From an optimization exercise on the open Yosys and OpenROAD flow, aimed at small area, a short achievable clock period and few clock cycles per item; shortcuts taken in it are not production practice.
In this exercise RTL edits were held to simulation tests only and were not proved equivalent to the original.

==> v1 <==
==> flow/design.v <==
package wft_pkg;
  localparam int ENTRIES  = 16;
  localparam int WORD_LEN = 32;
  localparam int CHAR_W  = 8;
  localparam int CODE_W  = 5;
  localparam int SLOT_W  = 4;
  localparam int FREQ_W  = 16;
  localparam logic [CODE_W-1:0] CODE_END = '0;
endpackage
module wft_ram (
  input  logic                                          clk,
  input  logic [wft_pkg::ENTRIES-1:0]                   wr_slot,
  input  logic [wft_pkg::WORD_LEN-1:0]                  wr_pos,
  input  logic [wft_pkg::CODE_W-1:0]                    wr_data,
  input  logic [wft_pkg::WORD_LEN-1:0]                  rd_pos,
  output logic [wft_pkg::ENTRIES*wft_pkg::CODE_W-1:0]   rd_data
);
  localparam int E = wft_pkg::ENTRIES;
  localparam int L = wft_pkg::WORD_LEN;
  localparam int C = wft_pkg::CODE_W;
  logic [E*L*C-1:0] mem;
  logic [E*C-1:0]   rd;
  always_ff @(posedge clk) begin
    for (int e = 0; e < E; e++) begin
      for (int p = 0; p < L; p++) begin
        if (wr_slot[e] && wr_pos[p]) begin
          mem[(e*L+p)*C +: C] <= wr_data;
        end
      end
    end
  end
  always_comb begin
    rd = '0;
    for (int e = 0; e < E; e++) begin
      for (int p = 0; p < L; p++) begin
        rd[e*C +: C] = rd[e*C +: C] | (mem[(e*L+p)*C +: C] & {C{rd_pos[p]}});
      end
    end
  end
  always_ff @(posedge clk) begin
    rd_data <= rd;
  end
endmodule
module wft_front (
  input  logic                       clk,
  input  logic                       rst,
  input  logic                       chars_valid,
  output logic                       chars_ready,
  input  logic [wft_pkg::CHAR_W-1:0] chars_char_in,
  input  logic                       room_next,    
  output logic                       in_valid,     
  output logic                       in_letter,
  output logic [wft_pkg::CODE_W-1:0] in_code,      
  output logic [wft_pkg::CODE_W-1:0] in_code_n     
);
  logic       accept;
  logic       is_letter;
  logic       ready_q;
  logic       last_sep;        
  logic       last_sep_next;
  logic [4:0] low;
  assign low       = chars_char_in[4:0];
  assign is_letter = !chars_char_in[7] && chars_char_in[6] &&
                     (low != 5'd0) && (low <= 5'd26);
  assign accept    = chars_valid && ready_q;
  assign chars_ready = ready_q;
  assign last_sep_next = accept ? !is_letter : last_sep;
  always_ff @(posedge clk) begin
    in_letter <= is_letter;
    in_code   <= is_letter ? low : wft_pkg::CODE_END;
    in_code_n <= ~(is_letter ? low : wft_pkg::CODE_END);
    if (rst) begin
      in_valid <= 1'b0;
      last_sep <= 1'b1;
      ready_q  <= 1'b1;
    end else begin
      in_valid <= accept;
      last_sep <= last_sep_next;
      ready_q  <= last_sep_next || room_next;
    end
  end
endmodule
module wft_table (
  input  logic                       clk,
  input  logic                       rst,
  input  logic                       in_valid,
  input  logic                       in_letter,
  input  logic [wft_pkg::CODE_W-1:0] in_code,
  input  logic [wft_pkg::CODE_W-1:0] in_code_n,
  output logic                       room_next,
  output logic                       results_valid,
  input  logic                       results_ready,
  output logic [wft_pkg::SLOT_W-1:0] results_slot,
  output logic [wft_pkg::FREQ_W-1:0] results_frequency,
  output logic                       results_is_new,
  output logic                       results_dropped,
  output logic                       results_truncated,
  output logic                       results_too_many
);
  localparam int E = wft_pkg::ENTRIES;
  localparam int L = wft_pkg::WORD_LEN;
  logic [L:0]   pos;         
  logic [L:0]   pos_next;
  logic         trunc;       
  logic [E-1:0] match;       
  logic [E-1:0] used;        
  logic [E-1:0] spare;       
  logic         overflow;
  logic [E*wft_pkg::CODE_W-1:0] rd;
  logic [E-1:0] eq;
  logic [E-1:0] hit;
  logic         finish;
  logic         found;
  logic         add;
  logic         drop;
  assign finish = in_valid && !in_letter && !pos[0];
  always_comb begin
    pos_next = pos;
    if (in_valid) begin
      if (in_letter) begin
        pos_next = {pos[L] | pos[L-1], pos[L-2:0], 1'b0};
      end else begin
        pos_next = (L+1)'(1);
      end
    end
  end
  for (genvar e = 0; e < E; e++) begin : g_cmp
    assign eq[e]    = pos[L] || (rd[e*wft_pkg::CODE_W +: wft_pkg::CODE_W] == ~in_code_n);
    assign hit[e]   = used[e] && match[e] && eq[e];
    assign spare[e] = !used[e] && ((e == 0) ? 1'b1 : used[e-1]);
  end
  assign found = |hit;
  assign add   = finish && !found && !used[E-1];
  assign drop  = finish && !found && used[E-1];
  wft_ram u_store (
    .clk     (clk),
    .wr_slot (spare),
    .wr_pos  (pos[L-1:0]),
    .wr_data (in_code),
    .rd_pos  (pos_next[L-1:0]),
    .rd_data (rd)
  );
  logic                       s2_valid;
  logic [E-1:0]               s2_sel;
  logic                       s2_new;
  logic                       s2_drop;
  logic                       s2_trunc;
  logic                       s2_many;
  logic                       s2_go;
  logic [E*wft_pkg::FREQ_W-1:0] cnt;
  logic [wft_pkg::FREQ_W-1:0] cnt_cur;
  logic [wft_pkg::FREQ_W-1:0] cnt_new;
  logic [wft_pkg::SLOT_W-1:0] slot;
  logic                       res_valid;
  logic                       res_valid_next;
  logic                       s2_valid_next;
  assign s2_go = s2_valid && (!res_valid || results_ready);
  always_comb begin
    cnt_cur = '0;
    slot    = '0;
    for (int e = 0; e < E; e++) begin
      cnt_cur = cnt_cur | (cnt[e*wft_pkg::FREQ_W +: wft_pkg::FREQ_W] & {wft_pkg::FREQ_W{s2_sel[e]}});
      slot    = slot | (wft_pkg::SLOT_W'(e) & {wft_pkg::SLOT_W{s2_sel[e]}});
    end
    if (s2_new) begin
      cnt_new = wft_pkg::FREQ_W'(1);
    end else if (&cnt_cur) begin
      cnt_new = cnt_cur;
    end else begin
      cnt_new = cnt_cur + wft_pkg::FREQ_W'(1);
    end
  end
  assign s2_valid_next  = finish || (s2_valid && !s2_go);
  assign res_valid_next = s2_go || (res_valid && !results_ready);
  assign room_next      = !(s2_valid_next && res_valid_next);
  always_ff @(posedge clk) begin
    if (finish) begin
      s2_sel   <= hit | (spare & {E{add}});
      s2_new   <= add;
      s2_drop  <= drop;
      s2_trunc <= trunc;
      s2_many  <= overflow || drop;
    end
    for (int e = 0; e < E; e++) begin
      if (s2_go && s2_sel[e]) begin
        cnt[e*wft_pkg::FREQ_W +: wft_pkg::FREQ_W] <= cnt_new;
      end
    end
    if (s2_go) begin
      results_slot      <= slot;
      results_frequency <= s2_drop ? '0 : cnt_new;
      results_is_new    <= s2_new;
      results_dropped   <= s2_drop;
      results_truncated <= s2_trunc;
      results_too_many  <= s2_many;
    end
  end
  always_ff @(posedge clk) begin
    if (rst) begin
      pos       <= (L+1)'(1);
      trunc     <= 1'b0;
      match     <= '1;
      used      <= '0;
      overflow  <= 1'b0;
      s2_valid  <= 1'b0;
      res_valid <= 1'b0;
    end else begin
      pos       <= pos_next;
      s2_valid  <= s2_valid_next;
      res_valid <= res_valid_next;
      if (in_valid) begin
        if (in_letter) begin
          match <= match & eq;
          trunc <= trunc || pos[L];
        end else begin
          match <= '1;
          trunc <= 1'b0;
        end
      end
      if (add) begin
        used <= {used[E-2:0], 1'b1};
      end
      if (drop) begin
        overflow <= 1'b1;
      end
    end
  end
  assign results_valid = res_valid;
endmodule
module word_frequency_table (
  input  logic         clk,
  input  logic         rst,
  input  logic        chars_valid,
  output logic        chars_ready,
  input  logic [7:0]  chars_char_in,
  output logic        results_valid,
  input  logic        results_ready,
  output logic [3:0]  results_slot,
  output logic [15:0] results_frequency,
  output logic        results_is_new,
  output logic        results_dropped,
  output logic        results_truncated,
  output logic        results_too_many
);
  logic                       room_next;
  logic                       in_valid;
  logic                       in_letter;
  logic [wft_pkg::CODE_W-1:0] in_code;
  logic [wft_pkg::CODE_W-1:0] in_code_n;
  wft_front u_front (
    .clk           (clk),
    .rst           (rst),
    .chars_valid   (chars_valid),
    .chars_ready   (chars_ready),
    .chars_char_in (chars_char_in),
    .room_next     (room_next),
    .in_valid      (in_valid),
    .in_letter     (in_letter),
    .in_code       (in_code),
    .in_code_n     (in_code_n)
  );
  wft_table u_table (
    .clk               (clk),
    .rst               (rst),
    .in_valid          (in_valid),
    .in_letter         (in_letter),
    .in_code           (in_code),
    .in_code_n         (in_code_n),
    .room_next         (room_next),
    .results_valid     (results_valid),
    .results_ready     (results_ready),
    .results_slot      (results_slot),
    .results_frequency (results_frequency),
    .results_is_new    (results_is_new),
    .results_dropped   (results_dropped),
    .results_truncated (results_truncated),
    .results_too_many  (results_too_many)
  );
endmodule
==> flow/run.sh <==
#!/bin/bash
# synth_recipe.tcl (not shown) runs the flow's synth.tcl, then flattens the netlist and writes it again
# the make line also repeats each setting of config.mk as NAME=value (left out here)
make -C /OpenROAD-flow-scripts/flow DESIGN_CONFIG=/design/flow/config.mk WORK_HOME=/design/flow/orfs CLKGATE_MAP_FILE= SYNTH_SCRIPT=/design/flow/synth_recipe.tcl finish
==> flow/config.mk <==
export PLATFORM = sky130hd
export DESIGN_NAME = word_frequency_table
export DESIGN_NICKNAME = word_frequency_table
export VERILOG_FILES = /design/flow/design.v
export SDC_FILE = /design/flow/constraint.sdc
export NUM_CORES = 4
export LEC_CHECK = 0
export CAP_MARGIN = 20
export CORE_MARGIN = 2
export CORE_UTILIZATION = 55
export SETUP_SLACK_MARGIN = 3.4
export SLEW_MARGIN = 20
export TNS_END_PERCENT = 100
==> flow/constraint.sdc <==
create_clock -name core_clock -period 6.5 [get_ports {clk}]
set_input_delay 1.3000 -clock core_clock [delete_from_list [all_inputs] [get_ports {clk}]]
set_output_delay 1.3000 -clock core_clock [all_outputs]
set_load 0.01 [all_outputs]
==> v14 (differences from v1) <==
--- a/flow/design.v
+++ b/flow/design.v
@@ -51,6 +51,5 @@
   output logic                       in_valid,     
   output logic                       in_letter,
-  output logic [wft_pkg::CODE_W-1:0] in_code,      
-  output logic [wft_pkg::CODE_W-1:0] in_code_n     
+  output logic [wft_pkg::CODE_W-1:0] in_code       
 );
   logic       accept;
@@ -69,5 +68,4 @@
     in_letter <= is_letter;
     in_code   <= is_letter ? low : wft_pkg::CODE_END;
-    in_code_n <= ~(is_letter ? low : wft_pkg::CODE_END);
     if (rst) begin
       in_valid <= 1'b0;
@@ -87,5 +85,4 @@
   input  logic                       in_letter,
   input  logic [wft_pkg::CODE_W-1:0] in_code,
-  input  logic [wft_pkg::CODE_W-1:0] in_code_n,
   output logic                       room_next,
   output logic                       results_valid,
@@ -126,5 +123,5 @@
   end
   for (genvar e = 0; e < E; e++) begin : g_cmp
-    assign eq[e]    = pos[L] || (rd[e*wft_pkg::CODE_W +: wft_pkg::CODE_W] == ~in_code_n);
+    assign eq[e]    = pos[L] || (rd[e*wft_pkg::CODE_W +: wft_pkg::CODE_W] == in_code);
     assign hit[e]   = used[e] && match[e] && eq[e];
     assign spare[e] = !used[e] && ((e == 0) ? 1'b1 : used[e-1]);
@@ -247,5 +244,4 @@
   logic                       in_letter;
   logic [wft_pkg::CODE_W-1:0] in_code;
-  logic [wft_pkg::CODE_W-1:0] in_code_n;
   wft_front u_front (
     .clk           (clk),
@@ -257,6 +253,5 @@
     .in_valid      (in_valid),
     .in_letter     (in_letter),
-    .in_code       (in_code),
-    .in_code_n     (in_code_n)
+    .in_code       (in_code)
   );
   wft_table u_table (
@@ -266,5 +261,4 @@
     .in_letter         (in_letter),
     .in_code           (in_code),
-    .in_code_n         (in_code_n),
     .room_next         (room_next),
     .results_valid     (results_valid),
--- a/flow/config.mk
+++ b/flow/config.mk
@@ -8,6 +8,4 @@
 export CAP_MARGIN = 20
 export CORE_MARGIN = 2
-export CORE_UTILIZATION = 55
-export SETUP_SLACK_MARGIN = 3.4
+export CORE_UTILIZATION = 40
 export SLEW_MARGIN = 20
-export TNS_END_PERCENT = 100
==> v30 (differences from v1) <==
--- a/flow/design.v
+++ b/flow/design.v
@@ -10,6 +10,6 @@
 module wft_ram (
   input  logic                                          clk,
-  input  logic [wft_pkg::ENTRIES-1:0]                   wr_slot,
-  input  logic [wft_pkg::WORD_LEN-1:0]                  wr_pos,
+  input  logic [wft_pkg::ENTRIES-1:0]                   wr_slot_n,
+  input  logic [wft_pkg::WORD_LEN-1:0]                  wr_pos_n,
   input  logic [wft_pkg::CODE_W-1:0]                    wr_data,
   input  logic [wft_pkg::WORD_LEN-1:0]                  rd_pos,
@@ -24,5 +24,5 @@
     for (int e = 0; e < E; e++) begin
       for (int p = 0; p < L; p++) begin
-        if (wr_slot[e] && wr_pos[p]) begin
+        if (!(wr_slot_n[e] || wr_pos_n[p])) begin
           mem[(e*L+p)*C +: C] <= wr_data;
         end
@@ -101,4 +101,5 @@
   localparam int L = wft_pkg::WORD_LEN;
   logic [L:0]   pos;         
+  logic [L:0]   pos_n;       
   logic [L:0]   pos_next;
   logic         trunc;       
@@ -114,4 +115,5 @@
   logic         add;
   logic         drop;
+  assign pos    = ~pos_n;
   assign finish = in_valid && !in_letter && !pos[0];
   always_comb begin
@@ -135,6 +137,6 @@
   wft_ram u_store (
     .clk     (clk),
-    .wr_slot (spare),
-    .wr_pos  (pos[L-1:0]),
+    .wr_slot_n (~spare),
+    .wr_pos_n  (pos_n[L-1:0]),
     .wr_data (in_code),
     .rd_pos  (pos_next[L-1:0]),
@@ -142,5 +144,5 @@
   );
   logic                       s2_valid;
-  logic [E-1:0]               s2_sel;
+  logic [E-1:0]               s2_hit;
   logic                       s2_new;
   logic                       s2_drop;
@@ -149,4 +151,6 @@
   logic                       s2_go;
   logic [E*wft_pkg::FREQ_W-1:0] cnt;
+  logic [E-1:0]               top;
+  logic [E-1:0]               s2_sel;
   logic [wft_pkg::FREQ_W-1:0] cnt_cur;
   logic [wft_pkg::FREQ_W-1:0] cnt_new;
@@ -156,18 +160,16 @@
   logic                       s2_valid_next;
   assign s2_go = s2_valid && (!res_valid || results_ready);
+  for (genvar e = 0; e < E; e++) begin : g_top
+    assign top[e] = used[e] && ((e == E-1) ? 1'b1 : !used[e+1]);
+  end
+  assign s2_sel = s2_hit | (top & {E{s2_new}});
   always_comb begin
     cnt_cur = '0;
     slot    = '0;
     for (int e = 0; e < E; e++) begin
-      cnt_cur = cnt_cur | (cnt[e*wft_pkg::FREQ_W +: wft_pkg::FREQ_W] & {wft_pkg::FREQ_W{s2_sel[e]}});
+      cnt_cur = cnt_cur | (cnt[e*wft_pkg::FREQ_W +: wft_pkg::FREQ_W] & {wft_pkg::FREQ_W{s2_hit[e]}});
       slot    = slot | (wft_pkg::SLOT_W'(e) & {wft_pkg::SLOT_W{s2_sel[e]}});
     end
-    if (s2_new) begin
-      cnt_new = wft_pkg::FREQ_W'(1);
-    end else if (&cnt_cur) begin
-      cnt_new = cnt_cur;
-    end else begin
-      cnt_new = cnt_cur + wft_pkg::FREQ_W'(1);
-    end
+    cnt_new = (&cnt_cur) ? cnt_cur : cnt_cur + wft_pkg::FREQ_W'(1);
   end
   assign s2_valid_next  = finish || (s2_valid && !s2_go);
@@ -176,5 +178,5 @@
   always_ff @(posedge clk) begin
     if (finish) begin
-      s2_sel   <= hit | (spare & {E{add}});
+      s2_hit   <= hit;
       s2_new   <= add;
       s2_drop  <= drop;
@@ -198,5 +200,5 @@
   always_ff @(posedge clk) begin
     if (rst) begin
-      pos       <= (L+1)'(1);
+      pos_n     <= {{L{1'b1}}, 1'b0};
       trunc     <= 1'b0;
       match     <= '1;
@@ -206,5 +208,5 @@
       res_valid <= 1'b0;
     end else begin
-      pos       <= pos_next;
+      pos_n     <= ~pos_next;
       s2_valid  <= s2_valid_next;
       res_valid <= res_valid_next;
==> flow/flow/run.sh (new file) <==
#!/bin/bash
# The standard layout (standard.sh, the standard flow's own ORFS run), with one change: the
# buffers that buffer_ports puts on every input and output port are buf_4
# cells instead of the default pick (a clkdlybuf4s50_1 delay cell). ORFS
# reads BUFFER_PORTS_ARGS from the environment in global placement.
# make's output goes to standard.log; each ORFS step logs to orfs/logs/.
set -euo pipefail
export BUFFER_PORTS_ARGS="-buffer_cell sky130_fd_sc_hd__buf_4"
bash standard.sh > standard.log 2>&1
==> flow/standard.sh (new file) <==
#!/bin/bash
# synth_recipe.tcl (not shown) runs the flow's synth.tcl, then flattens the netlist and writes it again
# the make line also repeats each setting of config.mk as NAME=value (left out here)
make -C /OpenROAD-flow-scripts/flow DESIGN_CONFIG=/design/flow/config.mk WORK_HOME=/design/flow/orfs CLKGATE_MAP_FILE= SYNTH_SCRIPT=/design/flow/synth_recipe.tcl "${@:-finish}"
--- a/flow/config.mk
+++ b/flow/config.mk
@@ -8,6 +8,8 @@
 export CAP_MARGIN = 20
 export CORE_MARGIN = 2
-export CORE_UTILIZATION = 55
-export SETUP_SLACK_MARGIN = 3.4
+export CORE_UTILIZATION = 62
+export CTS_CLUSTER_DIAMETER = 75
+export CTS_CLUSTER_SIZE = 26
+export SETUP_SLACK_MARGIN = 3.8
 export SLEW_MARGIN = 20
 export TNS_END_PERCENT = 100
removed: flow/run.sh
==> v17 (differences from v1) <==
--- a/flow/design.v
+++ b/flow/design.v
@@ -10,6 +10,6 @@
 module wft_ram (
   input  logic                                          clk,
-  input  logic [wft_pkg::ENTRIES-1:0]                   wr_slot,
-  input  logic [wft_pkg::WORD_LEN-1:0]                  wr_pos,
+  input  logic [wft_pkg::ENTRIES-1:0]                   wr_slot_n,
+  input  logic [wft_pkg::WORD_LEN-1:0]                  wr_pos_n,
   input  logic [wft_pkg::CODE_W-1:0]                    wr_data,
   input  logic [wft_pkg::WORD_LEN-1:0]                  rd_pos,
@@ -24,5 +24,5 @@
     for (int e = 0; e < E; e++) begin
       for (int p = 0; p < L; p++) begin
-        if (wr_slot[e] && wr_pos[p]) begin
+        if (!(wr_slot_n[e] || wr_pos_n[p])) begin
           mem[(e*L+p)*C +: C] <= wr_data;
         end
@@ -101,4 +101,5 @@
   localparam int L = wft_pkg::WORD_LEN;
   logic [L:0]   pos;         
+  logic [L:0]   pos_n;       
   logic [L:0]   pos_next;
   logic         trunc;       
@@ -114,4 +115,5 @@
   logic         add;
   logic         drop;
+  assign pos    = ~pos_n;
   assign finish = in_valid && !in_letter && !pos[0];
   always_comb begin
@@ -135,6 +137,6 @@
   wft_ram u_store (
     .clk     (clk),
-    .wr_slot (spare),
-    .wr_pos  (pos[L-1:0]),
+    .wr_slot_n (~spare),
+    .wr_pos_n  (pos_n[L-1:0]),
     .wr_data (in_code),
     .rd_pos  (pos_next[L-1:0]),
@@ -142,5 +144,5 @@
   );
   logic                       s2_valid;
-  logic [E-1:0]               s2_sel;
+  logic [E-1:0]               s2_hit;
   logic                       s2_new;
   logic                       s2_drop;
@@ -149,4 +151,6 @@
   logic                       s2_go;
   logic [E*wft_pkg::FREQ_W-1:0] cnt;
+  logic [E-1:0]               top;
+  logic [E-1:0]               s2_sel;
   logic [wft_pkg::FREQ_W-1:0] cnt_cur;
   logic [wft_pkg::FREQ_W-1:0] cnt_new;
@@ -156,18 +160,16 @@
   logic                       s2_valid_next;
   assign s2_go = s2_valid && (!res_valid || results_ready);
+  for (genvar e = 0; e < E; e++) begin : g_top
+    assign top[e] = used[e] && ((e == E-1) ? 1'b1 : !used[e+1]);
+  end
+  assign s2_sel = s2_hit | (top & {E{s2_new}});
   always_comb begin
     cnt_cur = '0;
     slot    = '0;
     for (int e = 0; e < E; e++) begin
-      cnt_cur = cnt_cur | (cnt[e*wft_pkg::FREQ_W +: wft_pkg::FREQ_W] & {wft_pkg::FREQ_W{s2_sel[e]}});
+      cnt_cur = cnt_cur | (cnt[e*wft_pkg::FREQ_W +: wft_pkg::FREQ_W] & {wft_pkg::FREQ_W{s2_hit[e]}});
       slot    = slot | (wft_pkg::SLOT_W'(e) & {wft_pkg::SLOT_W{s2_sel[e]}});
     end
-    if (s2_new) begin
-      cnt_new = wft_pkg::FREQ_W'(1);
-    end else if (&cnt_cur) begin
-      cnt_new = cnt_cur;
-    end else begin
-      cnt_new = cnt_cur + wft_pkg::FREQ_W'(1);
-    end
+    cnt_new = (&cnt_cur) ? cnt_cur : cnt_cur + wft_pkg::FREQ_W'(1);
   end
   assign s2_valid_next  = finish || (s2_valid && !s2_go);
@@ -176,5 +178,5 @@
   always_ff @(posedge clk) begin
     if (finish) begin
-      s2_sel   <= hit | (spare & {E{add}});
+      s2_hit   <= hit;
       s2_new   <= add;
       s2_drop  <= drop;
@@ -198,5 +200,5 @@
   always_ff @(posedge clk) begin
     if (rst) begin
-      pos       <= (L+1)'(1);
+      pos_n     <= {{L{1'b1}}, 1'b0};
       trunc     <= 1'b0;
       match     <= '1;
@@ -206,5 +208,5 @@
       res_valid <= 1'b0;
     end else begin
-      pos       <= pos_next;
+      pos_n     <= ~pos_next;
       s2_valid  <= s2_valid_next;
       res_valid <= res_valid_next;
==> flow/flow/run.sh (new file) <==
#!/bin/bash
# The standard layout (standard.sh, the standard flow's own ORFS run), with one change: the
# buffers that buffer_ports puts on every input and output port are buf_4
# cells instead of the default pick (a clkdlybuf4s50_1 delay cell). ORFS
# reads BUFFER_PORTS_ARGS from the environment in global placement.
# make's output goes to standard.log; each ORFS step logs to orfs/logs/.
set -euo pipefail
export BUFFER_PORTS_ARGS="-buffer_cell sky130_fd_sc_hd__buf_4"
bash standard.sh > standard.log 2>&1
==> flow/standard.sh (new file) <==
#!/bin/bash
# synth_recipe.tcl (not shown) runs the flow's synth.tcl, then flattens the netlist and writes it again
# the make line also repeats each setting of config.mk as NAME=value (left out here)
make -C /OpenROAD-flow-scripts/flow DESIGN_CONFIG=/design/flow/config.mk WORK_HOME=/design/flow/orfs CLKGATE_MAP_FILE= SYNTH_SCRIPT=/design/flow/synth_recipe.tcl "${@:-finish}"
--- a/flow/config.mk
+++ b/flow/config.mk
@@ -9,5 +9,7 @@
 export CORE_MARGIN = 2
 export CORE_UTILIZATION = 55
-export SETUP_SLACK_MARGIN = 3.4
+export CTS_CLUSTER_DIAMETER = 60
+export CTS_CLUSTER_SIZE = 20
+export SETUP_SLACK_MARGIN = 3.6
 export SLEW_MARGIN = 20
 export TNS_END_PERCENT = 100
removed: flow/run.sh
==> results.sh <==
export IMPL_status="finished clean"
export IMPL_post_synth_instance_area_um2=110200
export IMPL_worstPathCellList="buf_6, buf_4, a22o_1, a221oi_1, and4_4, nor2_1, and2_4, a211oi_4, buf_4, mux2_4"
export IMPL_grt_antenna_before_repair=29
export IMPL_clk_latency_ns=0.85
export IMPL_first_global_vias=62045
export IMPL_power_density_nw_per_um2=256.8
That was v30.
==> results.sh <==
export IMPL_clk_latency_ns=0.88
export IMPL_wl_met3_um=43770
export IMPL_worstPathCellList="buf_8, o22ai_4, buf_8, a22o_1, a221oi_2, nand3_1, or4_1"
export IMPL_power_density_nw_per_um2=279.4
export IMPL_first_global_vias=61655
export IMPL_grt_antenna_before_repair=14
export IMPL_fraction_of_the_mapped_netlist_area_in_compound_gates_pct=11.19
export IMPL_post_synth_instance_area_um2=110200
export IMPL_status="finished clean"
export IMPL_synth_seq_area_share_pct=80.89
That was v17.
==> results.sh <==
export IMPL_grt_antenna_before_repair=17
export IMPL_hold_worst_slack_ns=0.4256
export IMPL_synth_seq_cells=3018
export IMPL_first_global_vias=62439
export IMPL_worstPathCellList="buf_4, xnor2_1, nand3_1, o31ai_1, or4_1, or4_1, nor2_2, a32o_1"
export IMPL_htreeDepth=5
export IMPL_power_density_nw_per_um2=310.4
export IMPL_clk_latency_ns=0.95
export IMPL_status="finished clean"
export IMPL_post_synth_instance_area_um2=110100
That was v14.
==> results.sh <==
export IMPL_clk_latency_ns=0.98
export IMPL_grt_antenna_before_repair=14
export IMPL_worstPathCellList="buf_6, buf_8, a22oi_2, nand2_2, or4_4, and3_4, and4_4, or4_4, mux2_4"
export IMPL_status="finished clean"
export IMPL_first_global_vias=62661
export IMPL_post_synth_instance_area_um2=110300
export IMPL_power_density_nw_per_um2=311.5
That was v1.
Testbench counts of v1, summed over its fixed seeds: cycles 32,022, items 32,000.
Testbench counts of v14, summed over its fixed seeds: cycles 32,022, items 32,000.
Testbench counts of v30, summed over its fixed seeds: cycles 32,022, items 32,000.
Testbench counts of v17, summed over its fixed seeds: cycles 32,022, items 32,000.

==> re-timing with driven ports <==
The results above use ideal ports. As a check the final layouts listed here were re-extracted and re-timed, cells and wires unchanged. Step 1, drivers: a clkbuf_16 drives clk and a buf_2 each remaining input, both assumed. Step 2 adds t to the input delays and takes it off the output delays; t is the mean of the earliest and latest rising clock arrival at the registers after step 1. Input paths then give back, and output paths get back, about the clock's delay inside the block. a / b / c = ideal ports / drivers / drivers and shift; a / b = the first two.
| run | t (ns) | setup slack, ns | worst setup path after step 2 |
|---|---|---|---|
| v1 | 1.048 | 3.280 / 3.280 / 2.495 | input to register |
| v14 | 1.014 | 2.045 / 2.045 / 2.045 | register to register |
| v30 | 0.922 | 3.499 / 3.499 / 3.293 | input to register |
| v17 | 0.946 | 3.565 / 3.565 / 3.417 | input to register |
After both steps every run listed still meets setup and hold. For v1, which loses most, drivers alone change the setup slack by 0.000 ns; drivers and shift together by -0.785 ns.
